Background: an optimization exercise with open tools, aiming at small area and a short achievable clock period. Do not read the settings as production practice. Function was checked by simulation only, so behaviour that the tests miss may differ from the original. Power and IR drop assume default switching activity.

== build 40 ==
Design alu_top, start of the top module:
module alu_top (
    input  logic        clk,
    input  logic        rst,
    input  logic        valid_instruction,
    input  logic [5:0]  opcode,
    input  logic [31:0] operand_a,
    input  logic [31:0] operand_b,
    input  logic        use_immediate,
    input  logic [31:0] immediate_value,
    output logic        resp_valid,
    output logic [31:0] resp_result,
    output logic        resp_carry,
    output logic        resp_overflow,
    output logic        resp_zero,
    output logic        resp_negative
);
    int_alu_core u_core (
        .clk               (clk),
        .rst               (rst),
        .valid_instruction (valid_instruction),
        .opcode            (opcode),
        .operand_a         (operand_a),
        .operand_b         (operand_b),
        .use_immediate     (use_immediate),
        .immediate_value   (immediate_value),
        .resp_valid        (resp_valid),
        .resp_result       (resp_result),
        .resp_carry        (resp_carry),
        .resp_overflow     (resp_overflow),
        .resp_zero         (resp_zero),
        .resp_negative     (resp_negative)
    );
endmodule
clock: 6.0 ns
lec_check: 0
cap_margin: 20
core_margin: 2
core_utilization: 65
cts_buf_list: sky130_fd_sc_hd__clkbuf_8
place_density: 0.75
setup_slack_margin: 3.2
slew_margin: 20
tns_end_percent: 100
standard.sh (not shown) runs the stock make flow with config.mk's settings and CLKGATE_MAP_FILE= SYNTH_SCRIPT=/design/flow/synth_recipe.tcl, a recipe that flattens the netlist after the stock synthesis.
==> flow/flow/run.sh <==
#!/bin/bash
# Own layout flow: the standard ORFS flow (standard.sh, standard synthesis
# unchanged) with two sizing changes: the I/O port buffers are inserted as
# buf_1 cells instead of the cell buffer_ports picks by default, and the
# resizer may swap cells across footprints (MATCH_CELL_FOOTPRINT=0), so those
# buffers and the logic can be upsized where timing needs it.
set -euo pipefail
export BUFFER_PORTS_ARGS="-buffer_cell sky130_fd_sc_hd__buf_1"
bash standard.sh MATCH_CELL_FOOTPRINT=0 finish > flow_make.log 2>&1
diff inputs: build 40 => build 51
Settings: a change of CORE_UTILIZATION from 65 to 50; a deleted PLACE_DENSITY that had been 0.75.
## What came out
In build 51 relative to build 40, total placed instance area had gone up slightly.
Re total global routing overflow: no difference whatsoever between build 51 and build 40.
Build 51 ended with less fmax than build 40.
Re post-synthesis to final-layout area growth: build 51 is 1.7 points up on build 40.
Compare build 40 and build 51 | floorplan die width higher: build 51
Compared with build 40, in build 51 cell count higher; via count lower; global-route wire length before repair lower.
Changes in build 41 relative to build 51:
Settings: changing CORE_UTILIZATION from 50 to 60; setting PLACE_DENSITY to 0.7 for the first time.
- Diff build 41..build 51 | total number of vias | negligible
- Build 41 vs build 51: final cell area excluding filler cells down slightly
- Comparing build 41 and build 51, the lower detail-routed net length per standard cell is on build 51.
- When the final numbers for build 41 and build 51 were put side by side, the overall die width turned out to be smaller in build 41.
The inputs of build 46 differ from those of build 41 as listed below.
Settings: PLACE_DENSITY: 0.7 -> unset; CORE_UTILIZATION: 60 -> 50.
==> flow/flow/run.sh <==
#!/bin/bash
# Own layout flow: the standard ORFS flow (standard.sh, standard synthesis
# unchanged), with the I/O port buffers inserted as buf_1 cells instead of the
# cell buffer_ports picks by default. The resizer still upsizes them as needed.
set -euo pipefail
export BUFFER_PORTS_ARGS="-buffer_cell sky130_fd_sc_hd__buf_1"
bash standard.sh finish > flow_make.log 2>&1
[summary]
met1 usage in global routing down 3.6 points in build 46 wrt build 41
Build 46 — die area 19% higher, build 41 as reference
Delta (build 46 minus build 41): wire length of the first global-routing pass saw an increase; via count shows no meaningful change; final hold slack increased by 0.0042 ns relative to the old numbers.
When build 46 is set beside build 41, its proportion of power drawn by the clock network turns out to be 0.5 points smaller.
diff inputs: build 46 => build 55
Settings: CORE_UTILIZATION now 70, was 50; PLACE_DENSITY now 0.8, previously not set.
==> flow/flow/run.sh <==
#!/bin/bash
# Own layout flow: the standard ORFS flow (standard.sh, standard synthesis
# unchanged) with two sizing changes: the I/O port buffers are inserted as
# buf_1 cells instead of the cell buffer_ports picks by default, and the
# resizer may swap cells across footprints (MATCH_CELL_FOOTPRINT=0), so those
# buffers and the logic can be upsized where timing needs it.
set -euo pipefail
export BUFFER_PORTS_ARGS="-buffer_cell sky130_fd_sc_hd__buf_1"
bash standard.sh MATCH_CELL_FOOTPRINT=0 finish > flow_make.log 2>&1
==> comparison <==
- The initial core utilization of build 55 exceeds that of build 46 by 21 points.
- The run with more setup slack is build 46; build 55 has less.
- Lower overall power goes to build 46 over build 55.
- Cmp build 46 and build 55 / number of diodes added for antenna fixing / lower: build 46
- Of build 46 and build 55, the lower critical path's largest stage delay belongs to build 46.
- When build 55 is measured against build 46, its placed standard-cell area turns out 100 um2 lower.
- In terms of register-to-register slack, build 55 and build 46 differ only marginally.
- Looking at total number of vias across both flows, build 55 is the weaker of the two, with build 46 ahead.
- Build 55 reports its slowest library cell on the worst path as sky130_fd_sc_hd__nor4_4 while build 46 reports sky130_fd_sc_hd__dfrtp_1.
- Diff build 46 -> build 55: summed area of non-filler cells in the final layout went down; total routed wirelength went down.
- | share of post-route cells with drive strength above 1 | build 55 vs build 46 | ≈ equal |


Another version of the RTL of alu_top (not shown whole).
For scale: roughly 120 flip-flops, about 140 I/O pins, roughly 0.0092 sq mm of cells after synthesis.
Settings: LEC_CHECK=0, CAP_MARGIN=20, CORE_MARGIN=2, CORE_UTILIZATION=50, CTS_BUF_LIST=sky130_fd_sc_hd__clkbuf_8, SETUP_SLACK_MARGIN=3.2, SLEW_MARGIN=20, TNS_END_PERCENT=100; clock period 6.0 ns.
==> flow/flow/run.sh <==
#!/bin/bash
# Own layout flow: the standard ORFS flow (standard.sh, standard synthesis
# unchanged) with three layout changes: the I/O port buffers are inserted as
# buf_1 cells instead of the cell buffer_ports picks by default, the resizer
# may swap cells across footprints (MATCH_CELL_FOOTPRINT=0), so those buffers
# and the logic can be upsized where timing needs it, and clock tree synthesis
# clusters more flip-flops per leaf buffer.
set -euo pipefail
export BUFFER_PORTS_ARGS="-buffer_cell sky130_fd_sc_hd__buf_1"
export CTS_ARGS="-sink_clustering_enable -repair_clock_nets -sink_clustering_size 30 -sink_clustering_max_diameter 200 -sink_clustering_levels 1 -buf_list sky130_fd_sc_hd__clkbuf_8"
bash standard.sh MATCH_CELL_FOOTPRINT=0 finish > flow_make.log 2>&1
Rerun with:
==> flow/flow/run.sh (replaced) <==
#!/bin/bash
# Own layout flow: the standard ORFS flow (standard.sh, standard synthesis
# unchanged) with two sizing changes: the I/O port buffers are inserted as
# buf_1 cells instead of the cell buffer_ports picks by default, and the
# resizer may swap cells across footprints (MATCH_CELL_FOOTPRINT=0), so those
# buffers and the logic can be upsized where timing needs it.
set -euo pipefail
export BUFFER_PORTS_ARGS="-buffer_cell sky130_fd_sc_hd__buf_1"
bash standard.sh MATCH_CELL_FOOTPRINT=0 finish > flow_make.log 2>&1
- CORE_UTILIZATION: 50 -> 40
- TNS_END_PERCENT: 100 -> 0
Result: The new run passed the timing, DRC and antenna checks. Worst setup slack gets worse by 0.047 ns. Final area rose slightly. Routed wire length rose slightly. Area after synthesis stays the same. Utilization fell by 11 points. Register-to-register slack gets worse by 0.14 ns. Power fell slightly. Clock power fell by a few percent. Die area rose by a quarter to a third. Global-route usage fell by 5.8 points.
Rerun with:
- CORE_UTILIZATION: 40 -> 50
- SETUP_SLACK_MARGIN: 3.2 -> 3.12
- TNS_END_PERCENT: 0 -> 100
=> The new run went through all stages and came out clean; critical path depth goes down by 3; clock power goes up by a few percent; worst setup slack gains 0.048 ns.
Rerun with:
- ABC_CLOCK_PERIOD_IN_PS: not set -> 2500
- SETUP_SLACK_MARGIN: 3.12 -> 3.5
- TNS_END_PERCENT: 100 -> 0
The new run completed with no timing, DRC or antenna violations; synthesized area does not change; hold slack improved by 0.0034 ns; wire length grows by a few percent.
Rerun with:
==> flow/flow/run.sh (replaced) <==
#!/bin/bash
# Own layout flow: the standard ORFS flow (standard.sh, standard synthesis
# unchanged), with the I/O port buffers inserted as buf_1 cells instead of the
# cell buffer_ports picks by default. The resizer still upsizes them as needed.
set -euo pipefail
export BUFFER_PORTS_ARGS="-buffer_cell sky130_fd_sc_hd__buf_1"
bash standard.sh finish > flow_make.log 2>&1
- SETUP_SLACK_MARGIN: 3.5 -> 4.0
Outcome:
- sequential share of layout area fell by 0.50 points
- routed wire length goes down by about 2%
- clock-buffer cell count does not change
- via count decreases by about 1.8%
- total power goes up by 1.3%
- utilization climbs by 0.76 points
- cell count is about the same
- non-clock buffer count grows by 4
- cell area goes up by 1.3%
- clock skew fell by 0.0030 ns
Rerun with:
==> flow/flow/run.sh (replaced) <==
#!/bin/bash
# Own layout flow: the standard ORFS flow (standard.sh, standard synthesis
# unchanged) with two sizing changes: the I/O port buffers are inserted as
# buf_1 cells instead of the cell buffer_ports picks by default, and the
# resizer may swap cells across footprints (MATCH_CELL_FOOTPRINT=0), so those
# buffers and the logic can be upsized where timing needs it.
set -euo pipefail
export BUFFER_PORTS_ARGS="-buffer_cell sky130_fd_sc_hd__buf_1"
bash standard.sh MATCH_CELL_FOOTPRINT=0 finish > flow_make.log 2>&1
- ABC_CLOCK_PERIOD_IN_PS: 2500 -> not set
- SETUP_SLACK_MARGIN: 4.0 -> 3.2
- TNS_END_PERCENT: 0 -> 100
After rerunning: Core utilization goes down by 0.96 points; worst setup slack improves by 0.14 ns; design area falls by 1.7%; wire length is about the same; non-clock buffer count went down by 3; total power barely changes.


Starting RTL as in the previous note.
Design alu_top, start of the top module:
module alu_top (
    input  logic        clk,
    input  logic        rst,
    input  logic        valid_instruction,
    input  logic [5:0]  opcode,
    input  logic [31:0] operand_a,
    input  logic [31:0] operand_b,
    input  logic        use_immediate,
    input  logic [31:0] immediate_value,
    output logic        resp_valid,
    output logic [31:0] resp_result,
    output logic        resp_carry,
    output logic        resp_overflow,
    output logic        resp_zero,
    output logic        resp_negative
);
==> flow/config.mk <==
export PLATFORM = sky130hd
export DESIGN_NAME = alu_top
export DESIGN_NICKNAME = alu_top
export VERILOG_FILES = /design/flow/design.v
export SDC_FILE = /design/flow/constraint.sdc
export NUM_CORES = 4
export LEC_CHECK = 0
export CAP_MARGIN = 20
export CORE_MARGIN = 2
export CORE_UTILIZATION = 50
export CTS_BUF_LIST = sky130_fd_sc_hd__clkbuf_8
export PLACE_DENSITY = 0.8
export SETUP_SLACK_MARGIN = 3.12
export SLEW_MARGIN = 20
export TNS_END_PERCENT = 100
==> flow/constraint.sdc <==
create_clock -name core_clock -period 6.0 [get_ports {clk}]
set_input_delay 1.2000 -clock core_clock [delete_from_list [all_inputs] [get_ports {clk}]]
set_output_delay 1.2000 -clock core_clock [all_outputs]
set_load 0.01 [all_outputs]
==> flow/flow/run.sh <==
#!/bin/bash
# Own layout flow: the standard ORFS flow (standard.sh, standard synthesis
# unchanged) with two sizing changes: the I/O port buffers are inserted as
# buf_1 cells instead of the cell buffer_ports picks by default, and the
# resizer may swap cells across footprints (MATCH_CELL_FOOTPRINT=0), so those
# buffers and the logic can be upsized where timing needs it.
set -euo pipefail
export BUFFER_PORTS_ARGS="-buffer_cell sky130_fd_sc_hd__buf_1"
bash standard.sh MATCH_CELL_FOOTPRINT=0 finish > flow_make.log 2>&1
The baseline finished with timing, DRC and antenna clean.
==> next run, changes <==
- ABC_CLOCK_PERIOD_IN_PS: unset -> 2500
- SETUP_SLACK_MARGIN: 3.12 -> 3.5
- TNS_END_PERCENT: 100 -> 0
Outcome: The new run completed without violations. Setup slack is worse by 0.029 ns. Design area barely changes. Clock-buffer cell count came out lower by 1. Via count drops by 1.8%. Wire length came out lower by 2.1%. Global-route usage shrinks by 0.31 points. Clock skew hardly moves. Synthesized area stays the same.
==> next run, changes <==
- ABC_CLOCK_PERIOD_IN_PS: 2500 -> unset
- PLACE_DENSITY: 0.8 -> unset
- SETUP_SLACK_MARGIN: 3.5 -> 3.12
Clock-buffer cell count goes down by 1.
Final area went down by 1.0%.
Global-route usage goes up by 0.77 points.
Die area is unchanged.
Via count came out lower by 1.7%.
Cell count barely changes.
==> next run, changes <==
- ABC_CLOCK_PERIOD_IN_PS: unset -> 2500
- SETUP_SLACK_MARGIN: 3.12 -> 3.2
Critical path depth shrinks by 6.
Worst hold slack barely changes.
Via count is about the same.
Global-route usage is unchanged.
Synthesized cell count is unchanged.
Design area barely changes.
Clock-buffer cell count stays the same.
Combinational power stays flat.
Register-to-register slack gets better by 0.07 ns.

[afterwards: timing with drivers on the ports]
How much do the figures lean on ideal ports? The routed layouts below were timed once more, with nothing changed but the port constraints.
Step 1 assumes that a clkbuf_16 drives the clock port and a buf_2 every other input.
Step 2 times the ports against the registers' clock, not the clock port: input delays grow and output delays shrink by t, the midpoint of the rising clock arrivals with the driver on.
Three values: ideal, step 1, step 2; two values: the first two.
run	t (ns)	setup slack, ns	hold WS [ns]	worst setup path after step 2	slew at the worst register clock pin (ns)
build 40	0.494	3.173 / 3.134 / 2.818	0.363 / 0.363 / 0.363	input to register	0.08 / 0.08
build 51	0.492	3.148 / 3.108 / 2.887	0.355 / 0.355 / 0.355	input to register	0.08 / 0.08
build 41	0.506	3.144 / 3.103 / 2.806	0.351 / 0.351 / 0.351	input to register	0.09 / 0.09
build 46	0.489	3.144 / 3.104 / 2.886	0.356 / 0.356 / 0.356	input to register	0.08 / 0.08
build 55	0.500	2.862 / 2.821 / 2.814	0.360 / 0.360 / 0.360	input to register	0.08 / 0.08
the first run of note 2	0.500	3.197 / 3.153 / 2.819	0.351 / 0.351 / 0.351	input to register	0.09 / 0.09
the second run of note 2	0.486	3.151 / 3.151 / 2.894	0.353 / 0.353 / 0.353	input to register	0.08 / 0.08
the third run of note 2	0.495	3.199 / 3.157 / 2.824	0.352 / 0.352 / 0.352	input to register	0.09 / 0.09
the fourth run of note 2	0.497	3.140 / 3.113 / 2.825	0.355 / 0.355 / 0.355	input to register	0.11 / 0.11
the fifth run of note 2	0.500	3.061 / 3.061 / 2.743	0.355 / 0.355 / 0.355	input to register	0.10 / 0.10
the sixth run of note 2	0.500	3.197 / 3.153 / 2.819	0.351 / 0.351 / 0.351	input to register	0.09 / 0.09
the first run of note 3	0.497	3.162 / 3.125 / 2.868	0.359 / 0.359 / 0.359	input to register	0.07 / 0.07
the second run of note 3	0.487	3.133 / 3.133 / 2.732	0.359 / 0.359 / 0.359	input to register	0.08 / 0.08
the third run of note 3	0.497	3.136 / 3.136 / 2.823	0.351 / 0.351 / 0.351	input to register	0.10 / 0.10
the fourth run of note 3	0.503	3.176 / 3.134 / 2.828	0.353 / 0.353 / 0.353	input to register	0.10 / 0.10
After both steps every run listed still meets setup and hold. The setup slack of the second run of note 3, which loses most, moves by 0.000 ns with the drivers and by -0.401 ns with both steps.
